From an optimization exercise on the open Yosys and OpenROAD flow, aimed at small area, a short achievable clock period and few clock cycles; shortcuts taken in it are not production practice. Function was not checked in any run shown here: the RTL went through the layout flow alone. Power is estimated from default activity; no workload was simulated.

**config.mk**
```make
export PLATFORM = sky130hd
export DESIGN_NAME = weight_binner
export DESIGN_NICKNAME = weight_binner
export VERILOG_FILES = /design/flow/design.v
export SDC_FILE = /design/flow/constraint.sdc
export NUM_CORES = 4
export LEC_CHECK = 0
export CAP_MARGIN = 20
export CORE_MARGIN = 2
export CORE_UTILIZATION = 30
export SLEW_MARGIN = 20
export SYNTH_MEMORY_MAX_BITS = 8192
```
**constraint.sdc**
```tcl
create_clock -name core_clock -period 8.0 [get_ports {Clk}]
set_input_delay 1.6000 -clock core_clock [delete_from_list [all_inputs] [get_ports {Clk}]]
set_output_delay 1.6000 -clock core_clock [all_outputs]
set_load 0.01 [all_outputs]
```
**design.v**
```verilog
`timescale 1ns/1ps
`default_nettype none
package binning_pkg;
  localparam int WEIGHT_W    = 32;   
  localparam int ADDR_W      = 32;
  localparam int LEN_W       = 20;   
  localparam int BIN_FIELD_W = 8;    
  localparam int CNT_FIELD_W = 12;
  typedef enum logic {
    FLUSH_ONE_BIN,
    FLUSH_FINAL
  } flush_kind_e;
  typedef enum logic [2:0] {
    CTRL_IDLE, CTRL_RECEIVE, CTRL_SORT, CTRL_FLUSH_ONE, CTRL_FLUSH_ALL, CTRL_FINISH
  } ctrl_state_e;
  typedef enum logic [2:0] {
    WR_IDLE, WR_REQUEST, WR_WAIT_ACK, WR_SEND_BEATS, WR_WAIT_CMPLT, WR_NEXT_BIN
  } writer_state_e;
  typedef struct packed {
    logic                   valid;
    flush_kind_e            kind;
    logic [BIN_FIELD_W-1:0] bin;
    logic [CNT_FIELD_W-1:0] count;   
  } bin_cmd_t;
  typedef struct packed {
    logic              req;
    logic [ADDR_W-1:0] addr;
    logic [LEN_W-1:0]  len;
  } bus_cmd_t;
  typedef struct packed {
    logic [WEIGHT_W-1:0] data;
    logic                sof_n;
    logic                eof_n;
    logic                src_rdy_n;
  } wr_beat_t;
endpackage
`default_nettype wire
`timescale 1ns/1ps
`default_nettype none
module weight_binner #(
  parameter int                             NUM_BINS         = 16,   
  parameter int                             BIN_DEPTH        = 8,
  parameter int                             BLOCK_WEIGHTS    = 64,
  parameter logic [binning_pkg::ADDR_W-1:0] DRAM_BASE        = 32'h8000_0000,
  parameter int                             BIN_REGION_BYTES = 1024
) (
  input  wire                             Clk,
  input  wire                             arst_n,
  input  wire                             stream_valid,
  input  wire [binning_pkg::WEIGHT_W-1:0] stream_data,
  output logic                            stream_ready,
  input  wire                             start,
  output logic                            done,
  output logic                            bus_cmd_req,
  output logic [binning_pkg::ADDR_W-1:0]  bus_cmd_addr,
  output logic [binning_pkg::LEN_W-1:0]   bus_cmd_len,
  output logic [binning_pkg::WEIGHT_W-1:0] wr_beat_data,
  output logic                            wr_beat_sof_n,
  output logic                            wr_beat_eof_n,
  output logic                            wr_beat_src_rdy_n,
  input  wire                             cmd_ack,
  input  wire                             cmd_cmplt,
  input  wire                             dst_rdy_n
);
  localparam int WW    = binning_pkg::WEIGHT_W;
  localparam int AW    = binning_pkg::ADDR_W;
  localparam int LW    = binning_pkg::LEN_W;
  localparam int NS    = BLOCK_WEIGHTS;            
  localparam int SW    = $clog2(NS);
  localparam int BW    = $clog2(NUM_BINS);
  localparam int DW    = $clog2(BIN_DEPTH);        
  localparam int KW    = SW - DW;                  
  localparam int NW    = DW + 1;                   
  localparam int FQ    = 2;                        
  logic          busy;
  logic          ready_q;
  logic [SW-1:0] acnt;         
  logic [SW-1:0] wptr;         
  logic [WW-1:0] in_data_q;    
  logic          in_acc_q;     
  logic          in_vld_q;
  logic          last_seen;    
  logic          last_fired;   
  logic          last_taken;
  logic          accept;
  logic          peek;
  logic          proc;         
  logic [BW-1:0] p_bin;
  assign accept = stream_valid && ready_q;
  assign peek   = busy && in_vld_q && !in_acc_q && (acnt == SW'(NS - 1)) && !last_seen &&
                  (32'(fq_n) < FQ);
  assign proc   = in_acc_q || peek;
  assign p_bin  = in_data_q[WW-1 -: BW];
  assign stream_ready = ready_q;
  logic [SW-1:0] cnt [NUM_BINS];    
  logic [SW-1:0] p_cnt;
  logic          fill;
  assign p_cnt = cnt[p_bin];
  assign fill  = proc && (p_cnt[DW-1:0] == DW'(BIN_DEPTH - 1));
  logic [BW-1:0] fq_bin [FQ];
  logic [KW-1:0] fq_k   [FQ];
  logic [1:0]    fq_n;
  logic          req_q;
  logic [BW-1:0] cb_bin;
  logic [KW-1:0] cb_k;
  logic [NW-1:0] cb_n;
  logic          cb_taken;     
  logic          await_cmplt;
  logic [BW:0]   rb;           
  logic          rdone;        
  logic          ld_q;         
  logic          ld_fill;      
  logic          ld_res;       
  logic          res_found;
  logic [BW-1:0] res_bin;
  logic [NUM_BINS-1:0] res_mask;
  always_comb begin
    res_found = 1'b0;
    res_bin   = '0;
    for (int b = NUM_BINS - 1; b >= 0; b--) begin
      res_mask[b] = (cnt[b][DW-1:0] != '0) && ((BW+1)'(b) >= rb);
      if (res_mask[b]) begin
        res_found = 1'b1;
        res_bin   = BW'(b);
      end
    end
  end
  assign ld_q    = !req_q && (fq_n != 2'd0);
  assign ld_fill = !req_q && (fq_n == 2'd0) && fill;
  assign ld_res  = !req_q && (fq_n == 2'd0) && last_seen && !rdone && res_found;
  assign bus_cmd_req  = req_q;
  assign bus_cmd_addr = DRAM_BASE + AW'(cb_bin) * AW'(BIN_REGION_BYTES) +
                        AW'(cb_k) * AW'(BIN_DEPTH * 4);
  assign bus_cmd_len  = LW'({cb_n, 2'b00});
  logic [WW-1:0] slot  [NS-1];
  logic [NS-2:0] valid;         
  logic [NS-1:0] avail;
  logic [NS-1:0] match;
  logic          cand_found;
  logic [SW-1:0] cand;
  logic          pb_act;        
  logic [BW-1:0] pb_bin;
  logic [NW-1:0] pb_left;       
  logic          pb_first;
  logic          hv;            
  logic [SW-1:0] h_idx;
  logic          h_sof;
  logic          h_eof;
  logic          out_v;
  logic          open_q;        
  logic          src_rdy_n_q;
  logic [WW-1:0] out_data;
  logic          out_sof;
  logic          out_eof;
  logic          xfer;
  logic          out_take;
  logic          head_take;
  logic          pb_load;
  logic [WW-1:0] h_data;
  logic          open_nxt;
  logic          out_v_nxt;
  logic          cmd_xfer;
  assign avail = {last_seen && !last_fired, valid};
  always_comb begin
    cand_found = 1'b0;
    cand       = '0;
    for (int i = NS - 1; i >= 0; i--) begin
      match[i] = avail[i] && (((i == NS - 1) ? in_data_q[WW-1 -: BW] : slot[i][WW-1 -: BW]) == pb_bin);
      if (match[i]) begin
        cand_found = 1'b1;
        cand       = SW'(i);
      end
    end
  end
  assign h_data = (h_idx == SW'(NS - 1)) ? in_data_q : slot[h_idx[SW-1:0]];
  assign xfer      = !src_rdy_n_q && !dst_rdy_n;
  assign cmd_xfer  = req_q && cmd_ack;
  assign out_take  = hv && (!out_v || xfer);
  assign head_take = (pb_left != '0) && (!hv || out_take);
  assign pb_load   = (pb_left == '0) && req_q && !cb_taken;
  assign open_nxt  = (open_q && !(xfer && out_eof)) || cmd_xfer;
  assign out_v_nxt = out_take || (out_v && !xfer);
  assign wr_beat_data      = out_data;
  assign wr_beat_sof_n     = !out_sof;
  assign wr_beat_eof_n     = !out_eof;
  assign wr_beat_src_rdy_n = src_rdy_n_q;
  always_ff @(posedge Clk) begin
    in_data_q <= stream_data;
    if (in_acc_q) begin
      slot[wptr[SW-1:0]] <= in_data_q;
    end
    if (out_take) begin
      out_data <= h_data;
    end
  end
  always_ff @(posedge Clk or negedge arst_n) begin
    if (!arst_n) begin
      busy        <= 1'b0;
      ready_q     <= 1'b0;
      acnt        <= '0;
      wptr        <= '0;
      in_acc_q    <= 1'b0;
      in_vld_q    <= 1'b0;
      last_seen   <= 1'b0;
      last_fired  <= 1'b0;
      last_taken  <= 1'b0;
      for (int b = 0; b < NUM_BINS; b++) cnt[b] <= '0;
      for (int q = 0; q < FQ; q++) begin
        fq_bin[q] <= '0;
        fq_k[q]   <= '0;
      end
      fq_n        <= '0;
      req_q       <= 1'b0;
      cb_bin      <= '0;
      cb_k        <= '0;
      cb_n        <= '0;
      cb_taken    <= 1'b0;
      await_cmplt <= 1'b0;
      rb          <= '0;
      rdone       <= 1'b0;
      valid       <= '0;
      pb_act      <= 1'b0;
      pb_bin      <= '0;
      pb_left     <= '0;
      pb_first    <= 1'b0;
      hv          <= 1'b0;
      h_idx       <= '0;
      h_sof       <= 1'b0;
      h_eof       <= 1'b0;
      out_v       <= 1'b0;
      out_sof     <= 1'b0;
      out_eof     <= 1'b0;
      open_q      <= 1'b0;
      src_rdy_n_q <= 1'b1;
      done        <= 1'b0;
    end else begin
      in_vld_q <= stream_valid;
      in_acc_q <= accept && (acnt != SW'(NS - 1));
      done     <= 1'b0;
      if (start && !busy) begin
        busy    <= 1'b1;
        ready_q <= 1'b1;
        acnt    <= '0;
        wptr    <= '0;
        rb      <= '0;
        rdone   <= 1'b0;
        for (int b = 0; b < NUM_BINS; b++) cnt[b] <= '0;
      end else begin
        if (accept) begin
          if (acnt != SW'(NS - 1)) acnt <= acnt + 1'b1;
        end
        if (acnt == SW'(NS - 1)) begin
          ready_q <= last_fired && !last_taken && !ready_q &&
                     !(hv && h_idx == SW'(NS - 1));
        end else begin
          ready_q <= busy && !(accept && acnt == SW'(NS - 2)) &&
                     (32'(fq_n) + 32'(fill && !ld_fill) - 32'(ld_q) + 32'(accept) < FQ);
        end
        if (accept && acnt == SW'(NS - 1)) begin
          last_taken <= 1'b1;
        end
        if (in_acc_q) begin
          wptr        <= wptr + 1'b1;
          valid[wptr] <= 1'b1;
        end
        if (proc) begin
          cnt[p_bin] <= p_cnt + 1'b1;
        end
        if (peek) begin
          last_seen <= 1'b1;
        end
      end
      for (int q = 0; q < FQ; q++) begin
        if (fill && !ld_fill && 32'(fq_n) - 32'(ld_q) == q) begin
          fq_bin[q] <= p_bin;
          fq_k[q]   <= p_cnt[SW-1:DW];
        end else if (ld_q && q < FQ - 1) begin
          fq_bin[q] <= fq_bin[q+1];
          fq_k[q]   <= fq_k[q+1];
        end
      end
      fq_n <= fq_n + 2'(fill && !ld_fill) - 2'(ld_q);
      if (cmd_xfer) begin
        req_q       <= 1'b0;
        await_cmplt <= 1'b1;
      end
      if (cmd_cmplt) begin
        await_cmplt <= 1'b0;
      end
      if (ld_q) begin
        req_q    <= 1'b1;
        cb_bin   <= fq_bin[0];
        cb_k     <= fq_k[0];
        cb_n     <= NW'(BIN_DEPTH);
        cb_taken <= 1'b0;
      end else if (ld_fill) begin
        req_q    <= 1'b1;
        cb_bin   <= p_bin;
        cb_k     <= p_cnt[SW-1:DW];
        cb_n     <= NW'(BIN_DEPTH);
        cb_taken <= 1'b0;
      end else if (ld_res) begin
        req_q    <= 1'b1;
        cb_bin   <= res_bin;
        cb_k     <= cnt[res_bin][SW-1:DW];
        cb_n     <= NW'(cnt[res_bin][DW-1:0]);
        cb_taken <= 1'b0;
        rb       <= (BW+1)'(res_bin) + 1'b1;
      end else if (!req_q && fq_n == 2'd0 && last_seen && !rdone && !res_found) begin
        rdone <= 1'b1;
      end
      if (pb_load) begin
        cb_taken <= 1'b1;
      end
      if (busy && rdone && !req_q && await_cmplt && cmd_cmplt) begin
        done       <= 1'b1;
        busy       <= 1'b0;
        last_seen  <= 1'b0;
        last_fired <= 1'b0;
        last_taken <= 1'b0;
      end
      if (pb_load) begin
        pb_bin   <= cb_bin;
        pb_left  <= cb_n;
        pb_first <= 1'b1;
      end
      if (head_take) begin
        hv       <= 1'b1;
        h_idx    <= cand;
        h_sof    <= pb_first;
        h_eof    <= (pb_left == NW'(1));
        pb_left  <= pb_left - 1'b1;
        pb_first <= 1'b0;
        if (cand == SW'(NS - 1)) begin
          last_fired <= 1'b1;
        end else begin
          valid[cand[SW-1:0]] <= 1'b0;
        end
      end else if (out_take) begin
        hv <= 1'b0;
      end
      if (out_take) begin
        out_sof <= h_sof;
        out_eof <= h_eof;
      end
      out_v       <= out_v_nxt;
      open_q      <= open_nxt;
      src_rdy_n_q <= !(open_nxt && out_v_nxt);
    end
  end
endmodule
`default_nettype wire
```
**run.sh**
```bash
#!/bin/bash
# synth_recipe.tcl (not shown) runs the flow's synth.tcl, then flattens the netlist and writes it again
# the make line also repeats each setting of config.mk as NAME=value (left out here)
make -C /OpenROAD-flow-scripts/flow DESIGN_CONFIG=/design/flow/config.mk WORK_HOME=/design/flow/orfs CLKGATE_MAP_FILE= SYNTH_SCRIPT=/design/flow/synth_recipe.tcl finish
```
==> results of run 1 <==
## metrics by stage
stage                     power, mW  util (%)
after global routing           36.9      34.7
after global placement         24.3      32.2
final                          35.6      34.7
after floorplan                21.0         -
after CTS                      35.8      34.7
after detailed placement       24.4      32.2
## worst max-delay path, delay by kind of cell, from the launching register on
family | cells | cell delay, ns
compound gates | 3 | 0.66
fa+ha+maj | 2 | 0.49
buf+inv | 3 | 0.83
flops | 1 | 0.81
mux | 1 | 0.42
simple gates | 6 | 1.99
## power by group through the flow
stage | Combinational (mW) | Sequential (mW) | Clock [mW]
CTS | 8.99 | 15.2 | 11.6
detailed placement | 8.95 | 15.4 | 0
finish | 8.99 | 15.2 | 11.4
floorplan | 6.21 | 14.8 | 0
global placement | 8.88 | 15.4 | 0
global route | 9.58 | 15.3 | 12.1
## layout make-up
| type | instances | area (um^2) | area share [%] |
|---|---|---|---|
| diodes | 2 | 5.00 | 0.00449 |
| clock buffers | 302 | 6500 | 5.83 |
| clock inverters | 147 | 1460 | 1.31 |
| inverters | 43 | 161 | 0.145 |
| multi-input cells | 2863 | 26600 | 23.8 |
| flip-flops and latches | 2350 | 69200 | 62.0 |
| well taps | 4305 | 5390 | 4.83 |
| repair buffers | 250 | 2250 | 2.02 |
## metal layers
layer	wire length (um)	track usage [%]	vias up
met5	0	0	-
met4	8830	5.33	0
met3	20400	2.73	426
li1	-	-	22700
met2	133000	27.1	2306
met1	119000	23.2	28800
## kinds of logic after synthesis
logic type / Yosys count / share of synthesized area [%]
other: 2 / 0.00775
XOR/XNOR: 277 / 2.52
AO/OA/AOI/OAI: 835 / 5.59
multiplexers: 801 / 13.8
flip-flops: 2350 / 71.2
buffers and inverters: 422 / 2.07
AND/OR/NAND/NOR: 882 / 4.42
adder cells (fa/ha/maj): 27 / 0.356
## layout by cell type (no fill, tap or decap), drive strengths merged, types with 164 or more instances in the layout
master / instances
edfxtp: 2080
a21oi: 230
mux2i: 344
nor2: 249
nand2: 235
mux4: 424
dfrtp: 237
buf: 164
clkbuf: 302
xor2: 199
## worst min-delay path by stage
stage | from | to | slack [ns]
6_report | h_eof$_DFFE_PN0P_ | h_eof$_DFFE_PN0P_ | 0.47
5_1_grt | pb_first$_DFFE_PN0P_ | h_sof$_DFFE_PN0P_ | 0.51
4_1_cts | h_eof$_DFFE_PN0P_ | h_eof$_DFFE_PN0P_ | 0.48
3_5_place_dp | pb_first$_DFFE_PN0P_ | h_sof$_DFFE_PN0P_ | 0.46
3_3_place_gp | h_eof$_DFFE_PN0P_ | h_eof$_DFFE_PN0P_ | 0.46
2_1_floorplan | h_eof$_DFFE_PN0P_ | h_eof$_DFFE_PN0P_ | 0.44
## flip-flops by register name, summed over array words and instances, names as in the netlist, 2 cells and up
name and cells:
cb_n 4, pb_left 4, acnt 6, in_data_q 32
cb_k 3, cnt 96, out_data 32, valid 63
cb_bin 4, slot 2048, h_idx 6, fq_bin 8
fq_k 6, wptr 6, fq_n 2, rb 5
pb_bin 4
## cells in the mapped netlist, types with 11 or more instances
library cell and number:
edfxtp_1 2080, mux4_2 424, mux2i_1 342, nor2_1 249, dfrtp_1 237, nand2_1 235
a21oi_1 230, xor2_1 198, clkbuf_1 191, o21ai_0 135, nor3_1 119, a31oi_1 85
xnor2_1 77, a211oi_1 68, nand3_1 65, buf_1 59, o22ai_1 59, buf_2 56
o221ai_1 55, buf_4 54, nor4_1 52, inv_1 41, a22oi_1 39, o31ai_1 34
mux2_2 33, dfxtp_1 32, ha_1 26, a22o_1 25, nand2b_1 21, a221oi_1 20
and3_1 20, nand4_1 20, buf_6 17, nor2b_1 16, nor4_2 13, o211ai_1 13
or2_2 11, or3_1 11
==> results.txt, run 1 <==
CP startpoint = in_data_q[31]$_DFF_P_
Antenna violations before repair = 5
Worst Setup Slack, final = 2.53 ns
Avg Cell Area, Syn = 17.3 um^2
Total congestion overflow = 0
R2R Setup Slk = 2.53 ns
NetSw = 11.5 mW
Combinational share of power = 25.3%
Final ANT Viol Nets = 0
Crit Path Max Fanout = 41
Port-buffer cells = 87
Synth Flop Type = edfxtp_1
Setup bufs post-CTS = 0
Critical Path Start Type = register
CTS clk-pin slew, worst paths = 0.06 ns
CTS Sinks = 2350
Post-synthesis cell area = 96900 um^2
Slew @ Worst Pin = 1.20 ns
DP HPWL = 157 mm
Syn-to-layout area delta = 15.0%
# DRC = 0
Status = timing/DRC/antenna clean
Detailed Route WL = 281 mm
Routed len/inst = 27.4 um
RR Startpoint = in_data_q[31]$_DFF_P_
FF-to-FF path depth = 15
Final non-filler cell total = 10300
Post_cts resized = 0
Die ar. = 328000 um^2
Data arrival, critical path = 6.14 ns
Hold Buf Count CTS = 0
Setup CP Type = register to register
Slew HR = 19.6%
Setup TNS = 0 ns
Filler cells = 30200
Total power density per cell area = 319 nW/um^2
Largest cells by area after synthesis = edfxtp_1, mux4_2, dfrtp_1, mux2i_1, xor2_1
Vias in the first global route = 54400
Pin count of the biggest net entering global routing = 146
I/O pin cnt = 129
EDFF count, synth = 2080
Netlist cell types = 94
Peak VDD IR = 0.452 mV
Placed cell count = 9811
Synthesis warning total = 4
Routability Congestion = 0.930
Max Cap Violations = 0
Chip Width = 572 um
Clk root buf = clkbuf_16
P_int = 24.1 mW
Share of cells above drive strength 1 = 19.0%
H-tree depth = 4
Fin nets = 5818
Max-slew violations = 0
TritonCTS buffer count = 244
Leak Pwr = 35.2 nW
Final period util = 68.3%
CTS tree = done
Core area = 321000 um^2
First-pass GRT wire length = 400 mm
Worst r2r dst = cb_k[1]$_DFFE_PN0P_
Final hold vios = 0
Share of power burned in registers = 42.7%
Asr flop ratio synth = 10.1%
Max stage delay on crit path = 0.81 ns
CP endpoint = cb_k[1]$_DFFE_PN0P_
Skew-Pair Late Insertion Delay = 0.92 ns
Aggregate global-route resource usage = 16.8%
CP cell instances = buf_4, nand2b_1, nor3_1, buf_4, a22o_1, a221oi_1, nand4_1, o22ai_1, inv_2, ha_1, ha_1, nand3_1, nand2_1, nor2_1, mux2_2
Final setup viols = 0
Worst Path Required = 8.67 ns
Sw frac = 32.3%
Worst min-delay path category = register to register
Cells after Synth = 5596
Synth Register Bits = 2350
Clock power frac = 32.0%
Post-place setup slack = 2.66 ns
Synth area leader = edfxtp_1
Clock Path Buffers = 4
Post-route minimum period = 5.47 ns
Worst hold slack = 0.469 ns
RSZ-0062 raised after global routing = no
Site Rows = 208
DP Area = 103000 um^2
Layout Skew = 0.140 ns
Die Ht = 572 um
Crit end category = register
Cell count of the worst hold path = 2
Post-synthesis sequential area ratio = 71.2%
Finished Cell Area = 111000 um^2
DRT iter0 DRCs = 6280
Drt pass-1 iters = 6
Synth top area share = 64.4%
Vias per cell = 5.28
Starting Density = 30.2%
Vias after detailed routing = 54200
CP max stage cell = dfxtp_2
Fmax = 183 MHz
==> inputs of run 2 (changes only) <==
--- a/design.v
+++ b/design.v
@@ -71,7 +71,7 @@
   localparam int DW    = $clog2(BIN_DEPTH);        
   localparam int KW    = SW - DW;                  
   localparam int NW    = DW + 1;                   
-  localparam int FQ    = 2;                        
+  localparam int FQ    = 3;                        
   logic          busy;
   logic          ready_q;
   logic [SW-1:0] acnt;         
@@ -88,7 +88,7 @@
   logic [BW-1:0] p_bin;
   assign accept = stream_valid && ready_q;
   assign peek   = busy && in_vld_q && !in_acc_q && (acnt == SW'(NS - 1)) && !last_seen &&
-                  (32'(fq_n) < FQ);
+                  (32'(fq_n) + 32'(f_v) < FQ);
   assign proc   = in_acc_q || peek;
   assign p_bin  = in_data_q[WW-1 -: BW];
   assign stream_ready = ready_q;
@@ -97,6 +97,9 @@
   logic          fill;
   assign p_cnt = cnt[p_bin];
   assign fill  = proc && (p_cnt[DW-1:0] == DW'(BIN_DEPTH - 1));
+  logic          f_v;
+  logic [BW-1:0] f_bin;
+  logic [KW-1:0] f_k;
   logic [BW-1:0] fq_bin [FQ];
   logic [KW-1:0] fq_k   [FQ];
   logic [1:0]    fq_n;
@@ -126,8 +129,8 @@
     end
   end
   assign ld_q    = !req_q && (fq_n != 2'd0);
-  assign ld_fill = !req_q && (fq_n == 2'd0) && fill;
-  assign ld_res  = !req_q && (fq_n == 2'd0) && last_seen && !rdone && res_found;
+  assign ld_fill = !req_q && (fq_n == 2'd0) && f_v;
+  assign ld_res  = !req_q && (fq_n == 2'd0) && !f_v && last_seen && !rdone && res_found;
   assign bus_cmd_req  = req_q;
   assign bus_cmd_addr = DRAM_BASE + AW'(cb_bin) * AW'(BIN_REGION_BYTES) +
                         AW'(cb_k) * AW'(BIN_DEPTH * 4);
@@ -146,6 +149,7 @@
   logic [SW-1:0] h_idx;
   logic          h_sof;
   logic          h_eof;
+  logic [BW-1:0] h_bin;
   logic          out_v;
   logic          open_q;        
   logic          src_rdy_n_q;
@@ -172,7 +176,7 @@
       end
     end
   end
-  assign h_data = (h_idx == SW'(NS - 1)) ? in_data_q : slot[h_idx[SW-1:0]];
+  assign h_data = {h_bin, (h_idx == SW'(NS - 1)) ? in_data_q[WW-BW-1:0] : slot[h_idx][WW-BW-1:0]};
   assign xfer      = !src_rdy_n_q && !dst_rdy_n;
   assign cmd_xfer  = req_q && cmd_ack;
   assign out_take  = hv && (!out_v || xfer);
@@ -210,6 +214,9 @@
         fq_k[q]   <= '0;
       end
       fq_n        <= '0;
+      f_v         <= 1'b0;
+      f_bin       <= '0;
+      f_k         <= '0;
       req_q       <= 1'b0;
       cb_bin      <= '0;
       cb_k        <= '0;
@@ -227,6 +234,7 @@
       h_idx       <= '0;
       h_sof       <= 1'b0;
       h_eof       <= 1'b0;
+      h_bin       <= '0;
       out_v       <= 1'b0;
       out_sof     <= 1'b0;
       out_eof     <= 1'b0;
@@ -254,7 +262,7 @@
                      !(hv && h_idx == SW'(NS - 1));
         end else begin
           ready_q <= busy && !(accept && acnt == SW'(NS - 2)) &&
-                     (32'(fq_n) + 32'(fill && !ld_fill) - 32'(ld_q) + 32'(accept) < FQ);
+                     (32'(fq_n) - 32'(ld_q) + 32'(f_v && !ld_fill) + 32'(fill) + 32'(accept) < FQ);
         end
         if (accept && acnt == SW'(NS - 1)) begin
           last_taken <= 1'b1;
@@ -271,15 +279,20 @@
         end
       end
       for (int q = 0; q < FQ; q++) begin
-        if (fill && !ld_fill && 32'(fq_n) - 32'(ld_q) == q) begin
-          fq_bin[q] <= p_bin;
-          fq_k[q]   <= p_cnt[SW-1:DW];
+        if (f_v && !ld_fill && 32'(fq_n) - 32'(ld_q) == q) begin
+          fq_bin[q] <= f_bin;
+          fq_k[q]   <= f_k;
         end else if (ld_q && q < FQ - 1) begin
           fq_bin[q] <= fq_bin[q+1];
           fq_k[q]   <= fq_k[q+1];
         end
       end
-      fq_n <= fq_n + 2'(fill && !ld_fill) - 2'(ld_q);
+      fq_n <= fq_n + 2'(f_v && !ld_fill) - 2'(ld_q);
+      f_v  <= fill;
+      if (fill) begin
+        f_bin <= p_bin;
+        f_k   <= p_cnt[SW-1:DW];
+      end
       if (cmd_xfer) begin
         req_q       <= 1'b0;
         await_cmplt <= 1'b1;
@@ -295,8 +308,8 @@
         cb_taken <= 1'b0;
       end else if (ld_fill) begin
         req_q    <= 1'b1;
-        cb_bin   <= p_bin;
-        cb_k     <= p_cnt[SW-1:DW];
+        cb_bin   <= f_bin;
+        cb_k     <= f_k;
         cb_n     <= NW'(BIN_DEPTH);
         cb_taken <= 1'b0;
       end else if (ld_res) begin
@@ -306,7 +319,7 @@
         cb_n     <= NW'(cnt[res_bin][DW-1:0]);
         cb_taken <= 1'b0;
         rb       <= (BW+1)'(res_bin) + 1'b1;
-      end else if (!req_q && fq_n == 2'd0 && last_seen && !rdone && !res_found) begin
+      end else if (!req_q && fq_n == 2'd0 && !f_v && last_seen && !rdone && !res_found) begin
         rdone <= 1'b1;
       end
       if (pb_load) begin
@@ -329,6 +342,7 @@
         h_idx    <= cand;
         h_sof    <= pb_first;
         h_eof    <= (pb_left == NW'(1));
+        h_bin    <= pb_bin;
         pb_left  <= pb_left - 1'b1;
         pb_first <= 1'b0;
         if (cand == SW'(NS - 1)) begin
--- a/config.mk
+++ b/config.mk
@@ -5,8 +5,10 @@
 export SDC_FILE = /design/flow/constraint.sdc
 export NUM_CORES = 4
 export LEC_CHECK = 0
+export ABC_CLOCK_PERIOD_IN_PS = 3000
 export CAP_MARGIN = 20
 export CORE_MARGIN = 2
-export CORE_UTILIZATION = 30
+export CORE_UTILIZATION = 50
+export SETUP_SLACK_MARGIN = 4.8
 export SLEW_MARGIN = 20
 export SYNTH_MEMORY_MAX_BITS = 8192
==> run 2 against run 1 <==
- clock skew down 0.11 ns
- still clean
- via count down 0.29%
- flip-flop and latch count rose by 15
- global-route usage up 12 points
- power increased by 9.5%
==> results.txt, run 2 <==
Status = timing/DRC/antenna clean
Slew HR = 26.0%
DRT iter0 DRCs = 5871
Filler cells = 14000
Fin nets = 5942
Routed len/inst = 32.3 um
Syn-to-layout area delta = 18.1%
Avg Cell Area, Syn = 17.4 um^2
# DRC = 0
Die ar. = 194000 um^2
Final setup viols = 0
Site Rows = 160
RSZ-0062 raised after global routing = yes
Starting Density = 50.2%
Total congestion overflow = 0
Crit end category = register
Placed cell count = 7917
Synth Flop Type = edfxtp_1
Commonest non-fill, non-tap cell in the layout = edfxtp_1
Synthesis warning total = 4
Max reg flops = 2044
Cells after Synth = 5479
Vias after detailed routing = 54000
H-tree depth = 4
DP HPWL = 146 mm
Asr flop ratio synth = 10.9%
Port-buffer cells = 87
DP Area = 100000 um^2
Critical Path Start Type = register
Max-slew violations = 0
Pin count of the biggest net entering global routing = 107
I/O pin cnt = 129
CTS tree = done
Detailed Route WL = 278 mm
Antenna violations before repair = 7
Worst Setup Slack, final = 3.94 ns
First-pass GRT wire length = 394 mm
Post-synthesis sequential area ratio = 72.7%
Setup CP Type = register to register
Peak VDD IR = 0.413 mV
Clock Path Buffers = 3
Finished Cell Area = 113000 um^2
TritonCTS buffer count = 234
Total power density per cell area = 346 nW/um^2
Drt pass-1 iters = 8
Fmax = 246 MHz
Final ANT Viol Nets = 0
Crit Path Max Fanout = 12
Setup TNS = 0 ns
Multi-input gate area = 27100 um^2
Post-synthesis cell area = 95400 um^2
Slew @ Worst Pin = 1.11 ns
Core area = 190000 um^2
CTS Sinks = 2365
CTS clk-pin slew, worst paths = 0.06 ns
Post-route minimum period = 4.06 ns
Commonest cells after routing, fill and taps aside = edfxtp_1, mux4_2, mux2i_1, nand2_1, buf_4
Synth area leader = edfxtp_1
Vias in the first global route = 53300
Routability Congestion = 0.911
Final hold vios = 0
Vias per cell = 6.29
Post-place setup slack = 2.85 ns
Leak Pwr = 37.2 nW
Die Ht = 441 um
Top cells by count, synth = edfxtp_1, mux4_2, mux2i_1, nand2_1, dfrtp_1
Final non-filler cell total = 8585
Share of cells above drive strength 1 = 26.1%
Clk root buf = clkbuf_16
Aggregate global-route resource usage = 28.5%
Netlist cell types = 95
Data arrival, critical path = 4.82 ns
Synth top area share = 65.3%
Chip Width = 441 um
Count leader, synth = edfxtp_1
Final period util = 50.7%
Hold Buf Count CTS = 0
Worst Path Required = 8.76 ns
Layout Skew = 0.0312 ns
Skew-Pair Late Insertion Delay = 0.85 ns
EDFF count, synth = 2076
Worst min-delay path category = register to register
Max Cap Violations = 0
Synth Register Bits = 2365
Total power = 39.0 mW
Flip-flop and latch area = 69500 um^2
Largest cells by area after synthesis = edfxtp_1, mux4_2, dfrtp_1, mux2i_1, xor2_1
[run 2: worst paths after layout]
kind	from	end	slack, ns	cells past startpoint
max	pb_bin[0]$_DFFE_PN0P_	valid[52]$_DFF_PN0_	3.94	16
min	h_bin[0]$_DFFE_PN0P_	out_data[28]$_DFFE_PP_	0.45	0
max reg2reg	pb_bin[0]$_DFFE_PN0P_	valid[52]$_DFF_PN0_	3.94	16
min reg2reg	h_bin[0]$_DFFE_PN0P_	out_data[28]$_DFFE_PP_	0.45	0
max in group asynchronous	arst_n	pb_bin[2]$_DFFE_PN0P_	5.72	2
min in group asynchronous	arst_n	fq_k[1][0]$_DFFE_PN0P_	0.76	1
[run 2: worst max-delay path, stage by stage (launching register included)]
cell and delay, ns:
dfrtp_4 0.50, buf_12 0.16, buf_16 0.16, buf_4 0.14, xor2_1 0.26, nor4_4 0.10
nor4_1 0.36, o311ai_2 0.21, a311o_1 0.32, a211o_1 0.30, a21oi_4 0.22, ha_2 0.19
nand4_1 0.12, o21ai_2 0.26, mux2i_4 0.16, and3b_2 0.26, a31oi_1 0.21
[run 2: metal layers]
metal	vias up	track usage [%]	part of all wire (%)
met1	28700	41.1	42
met4	4	9.25	3.4
met3	450	4.24	7.0
met5	-	0	0.0090
li1	22600	-	-
met2	2336	45.0	48
[run 2: cell families after synthesis]
| kind of cell | share of synthesized area (%) |
|---|---|
| other cells | 0.00787 |
| flops | 72.7 |
| mux | 12.4 |
| fa+ha+maj | 0.462 |
| compound gates | 5.43 |
| xor+xnor | 2.55 |
| buf+inv | 1.95 |
| simple gates | 4.47 |
[run 2: power breakdown]
group          switching [mW]  internal, mW
clock network            4.69          6.02
logic                    7.56          5.56
registers               0.989          14.2
total                    13.2          25.7
[run 2: final cells by class]
type	count	share of cell area, %
Clock inverter	129	0.924
Antenna cell	4	0.00888
Inverter	38	0.138
Sequential cell	2365	61.7
Tap cell	2511	2.79
Multi-Input combinational cell	2780	24.0
Timing Repair Buffer	449	4.70
Clock buffer	308	5.70
Timing Repair inverter	1	0.00444
[run 2: through the flow]
| step | utilization (%) | hold slack (ns) |
|---|---|---|
| 3_3_place_gp | 52.6 | 0.433 |
| 6_report | 59.3 | 0.449 |
| 3_5_place_dp | 52.6 | 0.434 |
| 4_1_cts | 58.9 | 0.450 |
| 5_1_grt | 59.3 | 0.464 |
| 2_1_floorplan | - | 0.425 |
[run 2: what timing repair did]
item / 4_1_cts / 5_1_grt
gates cloned: 35 / 4
endpoints found under the setup margin: 523 / 689
resized for setup: 456 / 114
pin swaps: 108 / 46
setup buffers: 161 / 27

[static timing again, ports no longer ideal]
The flow's constraints put no driver on any port. The routed layouts listed below were extracted and timed again, unchanged, in two steps.
Step 1 assumes that a clkbuf_16 drives the clock port and a buf_2 every other input.
Step 2 times the ports against the registers' clock, not the clock port: input delays grow and output delays shrink by t, the midpoint of the rising clock arrivals with the driver on.
Three values: ideal ports, drivers, drivers and shift; two values: the first two.
run	t (ns)	slack for setup (ns)	worst slew at a driven data input, ns
run 1	0.953	2.534 / 2.534 / 2.534	0.07
run 2	0.928	3.940 / 3.940 / 3.539	0.15
After both steps every run listed still meets setup and hold. The setup slack of run 2, which loses most, moves by 0.000 ns with the drivers and by -0.401 ns with both steps.
